Source: an optimization exercise on an open RTL-to-GDS flow (aim: a short achievable clock period). Production flows keep margins and buffers that such runs may drop. The RTL was checked by simulation tests, not by an equivalence proof against the original design. The clock input has no modelled driver; a real chip could not lean on it and would need a root buffer or a full tree.

Design rv_decode_top, start of the top module:
module rv_decode_top
(
	input  logic        clk,
	input  logic        rst,
	input  logic        in_valid,
	input  logic [31:0] in_pc,
	input  logic [31:0] in_inst,
	input  logic        wb_en,
	input  logic [4:0]  wb_rd,
	input  logic [31:0] wb_data,
	output logic        out_valid,
	output logic [31:0] out_pc,
	output logic [10:0] out_cls,
	output logic        out_illegal,
	output logic [4:0]  out_rd,
	output logic [9:0]  out_mod,
	output logic [31:0] out_op_a,
	output logic [31:0] out_op_b,
	output logic [31:0] out_store_data
);
	logic        rst_w;
	logic [31:1] w_oh1;
	logic [31:0] w_data1;
	logic [31:0] w_data2;
	always_ff @(posedge clk) begin
		rst_w   <= rst;
		w_data1 <= wb_data;
		w_data2 <= w_data1;
		for (int i = 1; i < 32; i++) begin
			w_oh1[i] <= wb_en && !rst && (wb_rd == i[4:0]);
		end
	end
	logic [31:0] regs [1:31];
	always_ff @(posedge clk) begin
		for (int i = 1; i < 32; i++) begin
			if (rst_w) begin
				regs[i] <= '0;
			end else if (w_oh1[i]) begin
				regs[i] <= w_data1;
			end
		end
	end
	logic [4:0]  rs1_in;
	logic [4:0]  rs2_in;
	logic [6:0]  opcode;
	logic [2:0]  funct3;
	logic [6:0]  funct7;
	rv_decode_pkg::inst_class_t cls;
	logic [9:0]  mod;
	logic [31:0] imm;
	logic        use_imm;
	logic        use_pc;
	logic        use_r1;
	assign rs1_in = in_inst[19:15];
	assign rs2_in = in_inst[24:20];
  ...
Size in the first run: about 6,400 cells after synthesis, roughly 260 I/O pins, roughly 66,000 sq um of cells after synthesis.
clock: 3.8 ns
lec_check: 0
abc_clock_period_in_ps: 1500
cap_margin: 20
core_margin: 2
core_utilization: 38
place_density: 0.55
setup_slack_margin: 2.0
slew_margin: 20
standard.sh (not shown) runs the stock make flow with config.mk's settings and CLKGATE_MAP_FILE= SYNTH_SCRIPT=/design/flow/synth_recipe.tcl, a recipe that flattens the netlist after the stock synthesis.
==> flow/flow/run.sh <==
#!/bin/bash
# Standard ORFS layout, except that:
#  - the clock tree is built by flow/tree.tcl (a balanced two-level tree of
#    clock buffers, hooked in before the CTS step) instead of TritonCTS;
#  - flow/io.tcl groups the forwarding datapath pins on one edge.
# All of make's output goes to flow_make.log here.
set -euo pipefail
export PRE_CTS_TCL="$PWD/flow/tree.tcl"
export IO_CONSTRAINTS="$PWD/flow/io.tcl"
export CTREE_CLOCK_PORT=clk
export CTREE_LEAF_MAX=20
export CTREE_ROOTS=4
bash standard.sh finish > flow_make.log 2>&1
==> flow/flow/tree.tcl <==
# Manual clock tree, built before the CTS step: the flip-flops are split by
# recursive bisection of their locations into leaf clusters, each driven by a
# clock buffer at its centroid; the leaf buffers are split the same way into a
# few groups, each driven by a root clock buffer that the clock port feeds.
# Every flip-flop sees the same two buffer levels.

set ctree_leaf_max  [expr {[info exists ::env(CTREE_LEAF_MAX)] ? $::env(CTREE_LEAF_MAX) : 28}]
set ctree_roots     [expr {[info exists ::env(CTREE_ROOTS)] ? $::env(CTREE_ROOTS) : 4}]
set ctree_buf       [expr {[info exists ::env(CTREE_BUF)] ? $::env(CTREE_BUF) : "sky130_fd_sc_hd__clkbuf_16"}]

proc ctree_xy {iterm} {
  set bb [[$iterm getInst] getBBox]
  return [list [expr {([$bb xMin] + [$bb xMax]) / 2}] [expr {([$bb yMin] + [$bb yMax]) / 2}]]
}

# items: list of {x y payload}; returns k groups of near-equal size, split
# recursively along the longer side of their bounding box.
proc ctree_split {items k} {
  set n [llength $items]
  if {$k <= 1 || $n <= 1} { return [list $items] }
  set xs [lsort -integer [lmap i $items {lindex $i 0}]]
  set ys [lsort -integer [lmap i $items {lindex $i 1}]]
  set dx [expr {[lindex $xs end] - [lindex $xs 0]}]
  set dy [expr {[lindex $ys end] - [lindex $ys 0]}]
  set axis [expr {$dx >= $dy ? 0 : 1}]
  set sorted [lsort -integer -index $axis $items]
  set k1 [expr {$k / 2}]
  set n1 [expr {int(round(double($n) * $k1 / $k))}]
  return [concat [ctree_split [lrange $sorted 0 [expr {$n1 - 1}]] $k1] \
                 [ctree_split [lrange $sorted $n1 end] [expr {$k - $k1}]]]
}

proc ctree_centroid {items} {
  set sx 0; set sy 0
  foreach i $items { set sx [expr {$sx + [lindex $i 0]}]; set sy [expr {$sy + [lindex $i 1]}] }
  set n [llength $items]
  return [list [expr {$sx / $n}] [expr {$sy / $n}]]
}

proc ctree_make_buf {block master name xy net_in} {
  set inst [odb::dbInst_create $block $master $name]
  set w [[$inst getMaster] getWidth]
  set h [[$inst getMaster] getHeight]
  $inst setLocation [expr {[lindex $xy 0] - $w / 2}] [expr {[lindex $xy 1] - $h / 2}]
  $inst setPlacementStatus PLACED
  set out [odb::dbNet_create $block "${name}_net"]
  $out setSigType CLOCK
  [$inst findITerm A] connect $net_in
  [$inst findITerm X] connect $out
  return [list $inst $out]
}

set block [ord::get_db_block]
set master [[ord::get_db] findMaster $ctree_buf]
set clk_net [[[$block findBTerm $::env(CTREE_CLOCK_PORT)] getNet] getName]
set clk_net [$block findNet $clk_net]

set sinks {}
foreach it [$clk_net getITerms] {
  lappend sinks [concat [ctree_xy $it] [list $it]]
}
puts "ctree: [llength $sinks] sinks on [$clk_net getName]"

set leaves [ctree_split $sinks [expr {int(ceil(double([llength $sinks]) / $ctree_leaf_max))}]]
puts "ctree: [llength $leaves] leaf clusters"
set leaf_items {}
set li 0
foreach grp $leaves {
  set xy [ctree_centroid $grp]
  # Temporarily on the clock net; moved under a root below.
  lassign [ctree_make_buf $block $master "ctree_leaf_$li" $xy $clk_net] inst net
  foreach s $grp {
    set it [lindex $s 2]
    $it disconnect
    $it connect $net
  }
  lappend leaf_items [concat $xy [list [$inst findITerm A]]]
  incr li
}

set groups [ctree_split $leaf_items $ctree_roots]
puts "ctree: [llength $groups] root buffers"
set ri 0
foreach grp $groups {
  set xy [ctree_centroid $grp]
  lassign [ctree_make_buf $block $master "ctree_root_$ri" $xy $clk_net] inst net
  foreach s $grp {
    set it [lindex $s 2]
    $it disconnect
    $it connect $net
  }
  incr ri
}
$clk_net setSigType CLOCK

# The clock tree is in place: the CTS step's own synthesis is skipped.
proc clock_tree_synthesis {args} { puts "ctree: clock_tree_synthesis skipped (manual tree)" }
set_propagated_clock [all_clocks]
Other scripts of this flow, unchanged in this note and not shown: flow/flow/io.tcl
The starting point completed with no timing, DRC or antenna violations.
Then changed:
--- a/flow/flow/run.sh
+++ b/flow/flow/run.sh
@@ -11 +11 @@
-export CTREE_LEAF_MAX=20
+export CTREE_LEAF_MAX=26
--- a/flow/flow/tree.tcl
+++ b/flow/flow/tree.tcl
@@ -16,3 +16,2 @@
-# items: list of {x y payload}; returns k groups of near-equal size, split
-# recursively along the longer side of their bounding box.
-proc ctree_split {items k} {
+# items: list of {x y payload}; returns a list of groups of at most maxn items.
+proc ctree_bisect {items maxn} {
@@ -20 +19 @@
-  if {$k <= 1 || $n <= 1} { return [list $items] }
+  if {$n <= $maxn} { return [list $items] }
@@ -25,6 +24,6 @@
-  set axis [expr {$dx >= $dy ? 0 : 1}]
-  set sorted [lsort -integer -index $axis $items]
-  set k1 [expr {$k / 2}]
-  set n1 [expr {int(round(double($n) * $k1 / $k))}]
-  return [concat [ctree_split [lrange $sorted 0 [expr {$n1 - 1}]] $k1] \
-                 [ctree_split [lrange $sorted $n1 end] [expr {$k - $k1}]]]
+  set k [expr {$dx >= $dy ? 0 : 1}]
+  set sorted [lsort -integer -index $k $items]
+  # Split into power-of-two-ish halves so the groups stay balanced.
+  set half [expr {$n / 2}]
+  return [concat [ctree_bisect [lrange $sorted 0 [expr {$half - 1}]] $maxn] \
+                 [ctree_bisect [lrange $sorted $half end] $maxn]]
@@ -64 +63 @@
-set leaves [ctree_split $sinks [expr {int(ceil(double([llength $sinks]) / $ctree_leaf_max))}]]
+set leaves [ctree_bisect $sinks $ctree_leaf_max]
@@ -81 +80,2 @@
-set groups [ctree_split $leaf_items $ctree_roots]
+set per_root [expr {int(ceil(double([llength $leaf_items]) / $ctree_roots))}]
+set groups [ctree_bisect $leaf_items $per_root]
=>
- The new run finished clean
- first-iteration DRC count is higher slightly
- worst hold slack is better by 0.0031 ns
- synthesized cell count does not change
In every run of this note, the design's own scripts or RTL, not TritonCTS, make the clock network.

## port drivers added, routing unchanged
The results above use ideal ports. As a check the final layouts listed here were re-extracted and re-timed, cells and wires unchanged.
Step 1: set_driving_cell puts a clkbuf_16 on clk and a buf_2 on each other input, an assumption about the parent block.
Step 2 times the ports against the registers' clock, not the clock port: input delays grow and output delays shrink by t, the midpoint of the rising clock arrivals with the driver on.
Three values: no drivers, after step 1, after step 2; two values: the first two.
| run | t (ns) | setup WS [ns] | worst setup path after step 2 | worst data-port slew with drivers (ns) |
|---|---|---|---|---|
| the first run | 0.756 | 1.941 / 1.782 / 1.324 | input to register | 0.19 |
| the second run | 0.825 | 1.903 / 1.726 / 1.287 | input to register | 0.21 |
After both steps every run listed still meets setup and hold. For the first run, which loses most, drivers alone change the setup slack by -0.159 ns; drivers and shift together by -0.617 ns.
